Source: an optimization exercise on an open RTL-to-GDS flow (aim: small area, a short achievable clock period and few clock cycles per item). Production flows keep margins and buffers that such runs may drop. The RTL was checked by simulation tests, not by an equivalence proof against the original design. Power and IR drop assume default switching activity.

Design sample_tracker_report_scheduler, start of the top module:
module sample_tracker_report_scheduler (
	input  wire logic                              clk,
	input  wire logic                              arst_n,
	input  wire logic                              cfg_write,
	input  wire logic [strs_pkg::CfgIdxW-1:0]      cfg_index,
	input  wire logic [strs_pkg::CfgW-1:0]         cfg_data,
	input  wire logic                              item_valid,
	output logic                                   item_ready,
	input  wire logic [33:0]                       item,
	output logic                                   result_valid,
	input  wire logic                              result_ready,
	output logic [101:0]                           result
);
Size in the first run: about 200 flip-flops, roughly 180 I/O pins, about 11,000 um^2 of cells after synthesis.
==> flow/config.mk <==
export PLATFORM = sky130hd
export DESIGN_NAME = sample_tracker_report_scheduler
export DESIGN_NICKNAME = sample_tracker_report_scheduler
export VERILOG_FILES = /design/flow/design.v
export SDC_FILE = /design/flow/constraint.sdc
export NUM_CORES = 4
export LEC_CHECK = 0
export CAP_MARGIN = 20
export CORE_MARGIN = 2
export CORE_UTILIZATION = 40
export SETUP_SLACK_MARGIN = 3.5
export SLEW_MARGIN = 20
==> flow/constraint.sdc <==
create_clock -name core_clock -period 6.5 [get_ports {clk}]
set_input_delay 1.3000 -clock core_clock [delete_from_list [all_inputs] [get_ports {clk}]]
set_output_delay 1.3000 -clock core_clock [all_outputs]
set_load 0.01 [all_outputs]
standard.sh (not shown) runs the stock make flow with config.mk's settings and CLKGATE_MAP_FILE= SYNTH_SCRIPT=/design/flow/synth_recipe.tcl, a recipe that flattens the netlist after the stock synthesis.
==> flow/flow/run.sh <==
#!/bin/bash
# The standard layout (standard.sh: the standard flow's synthesis and ORFS flow, unchanged),
# with one difference: the port buffers that global placement inserts on every
# input and output are the smallest plain buffer (buf_1) instead of the cell
# buffer_ports picks by default. Repair may still resize them.
set -euo pipefail
bash standard.sh "BUFFER_PORTS_ARGS=-buffer_cell sky130_fd_sc_hd__buf_1" finish > standard_flow.log 2>&1
Testbench counts at the start, summed over its fixed seeds: cycles 16,016, items 16,000.
Rerun with:
==> flow/run.sh (new file) <==
#!/bin/bash
# synth_recipe.tcl (not shown) runs the flow's synth.tcl, then flattens the netlist and writes it again
# the make line also repeats each setting of config.mk as NAME=value (left out here)
make -C /OpenROAD-flow-scripts/flow DESIGN_CONFIG=/design/flow/config.mk WORK_HOME=/design/flow/orfs CLKGATE_MAP_FILE= SYNTH_SCRIPT=/design/flow/synth_recipe.tcl finish
removed: flow/flow/run.sh
removed: flow/standard.sh
Effect: Global-route usage rises by 1.1 points. Cell count rose by 0.52%. Core utilization went up by 3.3 points.
Rerun with:
SETUP_SLACK_MARGIN = 4.5   (was 3.5)
Power goes up by 6.6%. Count of clock-buffer cells in the layout went up by 1. Cell count grows by 7.0%. First-iteration DRC count grows by 51%. Final area climbs by 13%. Non-clock buffer count came out higher by 120. Setup slack is worse by 33 ps. Critical path depth came out higher by 4. Combinational power climbs by 17%.
Rerun with:
CTS_BUF_LIST = sky130_fd_sc_hd__clkbuf_4   (was unset)
SETUP_SLACK_MARGIN = 3.5   (was 4.5)
The changed run went through all stages and came out clean. Core utilization came out lower by 7.4 points. Critical path depth drops by 4. Routed wire length is lower by 10%. Area after synthesis is unchanged. Global-route usage is lower by 1.0 points. Cell area is lower by 13%.

* * *

Starting RTL as in the previous note.
==> flow/config.mk <==
export PLATFORM = sky130hd
export DESIGN_NAME = sample_tracker_report_scheduler
export DESIGN_NICKNAME = sample_tracker_report_scheduler
export VERILOG_FILES = /design/flow/design.v
export SDC_FILE = /design/flow/constraint.sdc
export NUM_CORES = 4
export LEC_CHECK = 0
export CAP_MARGIN = 20
export CORE_MARGIN = 2
export CORE_UTILIZATION = 40
export SETUP_SLACK_MARGIN = 4.0
export SLEW_MARGIN = 20
==> flow/constraint.sdc <==
create_clock -name core_clock -period 6.5 [get_ports {clk}]
set_input_delay 1.3000 -clock core_clock [delete_from_list [all_inputs] [get_ports {clk}]]
set_output_delay 1.3000 -clock core_clock [all_outputs]
set_load 0.01 [all_outputs]
run.sh (not shown) runs the stock make flow with config.mk's settings and CLKGATE_MAP_FILE= SYNTH_SCRIPT=/design/flow/synth_recipe.tcl, a recipe that flattens the netlist after the stock synthesis.
Stock flow here: none of the scripts above is used.
The baseline passed the timing, design-rule and antenna checks.
Testbench counts at the start, summed over its fixed seeds: cycles 16,016, items 16,000.
Then changed:
SETUP_SLACK_MARGIN = default   (was 4.0)
Effect:
- wire length goes down by 13%
- cell area falls by 14%
- global-route usage came out lower by 2.5 points
- synthesized cell count stays the same
- synthesized area is unchanged
- worst hold slack is about the same
- die area is unchanged
- clock-buffer cell count went up by 1
- critical path depth rises by 8
Then changed:
ABC_CLOCK_PERIOD_IN_PS = 3000   (was default)
The new run finished with timing, DRC and antenna clean. Non-clock buffer count is unchanged. Count of clock-buffer cells in the layout stays the same. Cell area does not change.

* * *

Another version of the RTL of sample_tracker_report_scheduler (not shown whole).
Size in the first run: roughly 1700 cells after synthesis, roughly 200 flip-flops, about 180 I/O pins, roughly 0.011 mm2 of cells after synthesis.
clock: 6.5 ns
lec_check: 0
abc_area: 1
cap_margin: 20
core_margin: 2
core_utilization: 70
cts_buf_list: sky130_fd_sc_hd__clkbuf_8
cts_cluster_diameter: 150
cts_cluster_size: 15
setup_slack_margin: 3.8
slew_margin: 20
standard.sh (not shown) runs the stock make flow with config.mk's settings and CLKGATE_MAP_FILE= SYNTH_SCRIPT=/design/flow/synth_recipe.tcl, a recipe that flattens the netlist after the stock synthesis.
==> flow/flow/run.sh <==
#!/bin/bash
# The standard layout (standard.sh: the standard flow's synthesis and ORFS flow, unchanged),
# except that the buffer global placement puts on every input and output port
# is the smallest plain buffer (buf_1) rather than the one buffer_ports picks
# by default; repair may still resize it.
set -euo pipefail
bash standard.sh "BUFFER_PORTS_ARGS=-buffer_cell sky130_fd_sc_hd__buf_1"  finish > standard_flow.log 2>&1
Testbench counts at the start, summed over its fixed seeds: cycles 16,016, items 16,000.
Change:
--- a/flow/config.mk
+++ b/flow/config.mk
@@ -11,2 +11,2 @@
-export CORE_UTILIZATION = 70
-export CTS_BUF_LIST = sky130_fd_sc_hd__clkbuf_8
+export CORE_UTILIZATION = 60
+export CTS_BUF_LIST = sky130_fd_sc_hd__clkbuf_16
@@ -14 +14 @@
-export CTS_CLUSTER_SIZE = 15
+export CTS_CLUSTER_SIZE = 25
- The changed run went through all stages and came out clean
- final area increases by 1.4%
- global-route usage decreases by 5.6 points
- worst hold slack is about the same
- via count decreases by 4.0%
- clock skew increases by 3.7 ps
- routed wire length decreases by 0.46%
Change:
--- a/flow/config.mk
+++ b/flow/config.mk
@@ -12 +12 @@
-export CTS_BUF_LIST = sky130_fd_sc_hd__clkbuf_16
+export CTS_BUF_LIST = sky130_fd_sc_hd__clkbuf_8
@@ -14 +14 @@
-export CTS_CLUSTER_SIZE = 25
+export CTS_CLUSTER_SIZE = 15
Outcome: Routed wire length is lower by 0.44%; critical path depth does not change; via count stays flat; worst setup slack stays flat; non-clock buffer count is higher by 10; core utilization is lower by 0.80 points; register-to-register slack is about the same; first-iteration DRC count is higher by 18%; worst hold slack stays flat; total power is lower by 4.2%.

[afterwards: timing with drivers on the ports]
In the flow no input, the clock included, has a driving cell. The finished layouts below were timed again as built, in two steps.
Step 1: set_driving_cell puts a clkbuf_16 on clk and a buf_2 on each other input, an assumption about the parent block.
Step 2 times the ports against the registers' clock, not the clock port: input delays grow and output delays shrink by t, the midpoint of the rising clock arrivals with the driver on.
Three values: ideal, step 1, step 2; two values: the first two.
run	t (ns)	setup WS [ns]	worst setup path at the end	slew at the worst register clock pin (ns)	worst data-port slew with drivers (ns)
the first run of note 1	0.562	3.516 / 3.496 / 2.979	input to register	0.06 / 0.06	0.05
the second run of note 1	0.568	3.505 / 3.508 / 2.941	input to register	0.06 / 0.06	0.06
the third run of note 1	0.573	3.472 / 3.463 / 2.890	input to register	0.06 / 0.06	0.08
the fourth run of note 1	0.712	3.555 / 3.529 / 2.862	input to register	0.08 / 0.08	0.05
the first run of note 2	0.564	3.567 / 3.533 / 3.007	input to register	0.06 / 0.06	0.07
the second run of note 2	0.560	2.316 / 2.344 / 1.784	input to register	0.06 / 0.06	0.07
the third run of note 2	0.560	2.316 / 2.344 / 1.784	input to register	0.06 / 0.06	0.07
the first run of note 3	0.565	3.606 / 3.572 / 3.267	input to register	0.11 / 0.11	0.08
the second run of note 3	0.509	3.593 / 3.571 / 3.349	input to register	0.10 / 0.10	0.08
the third run of note 3	0.570	3.592 / 3.571 / 3.285	input to register	0.10 / 0.10	0.08
After both steps every run listed still meets setup and hold. For the fourth run of note 1, which loses most, drivers alone change the setup slack by -0.026 ns; drivers and shift together by -0.693 ns.
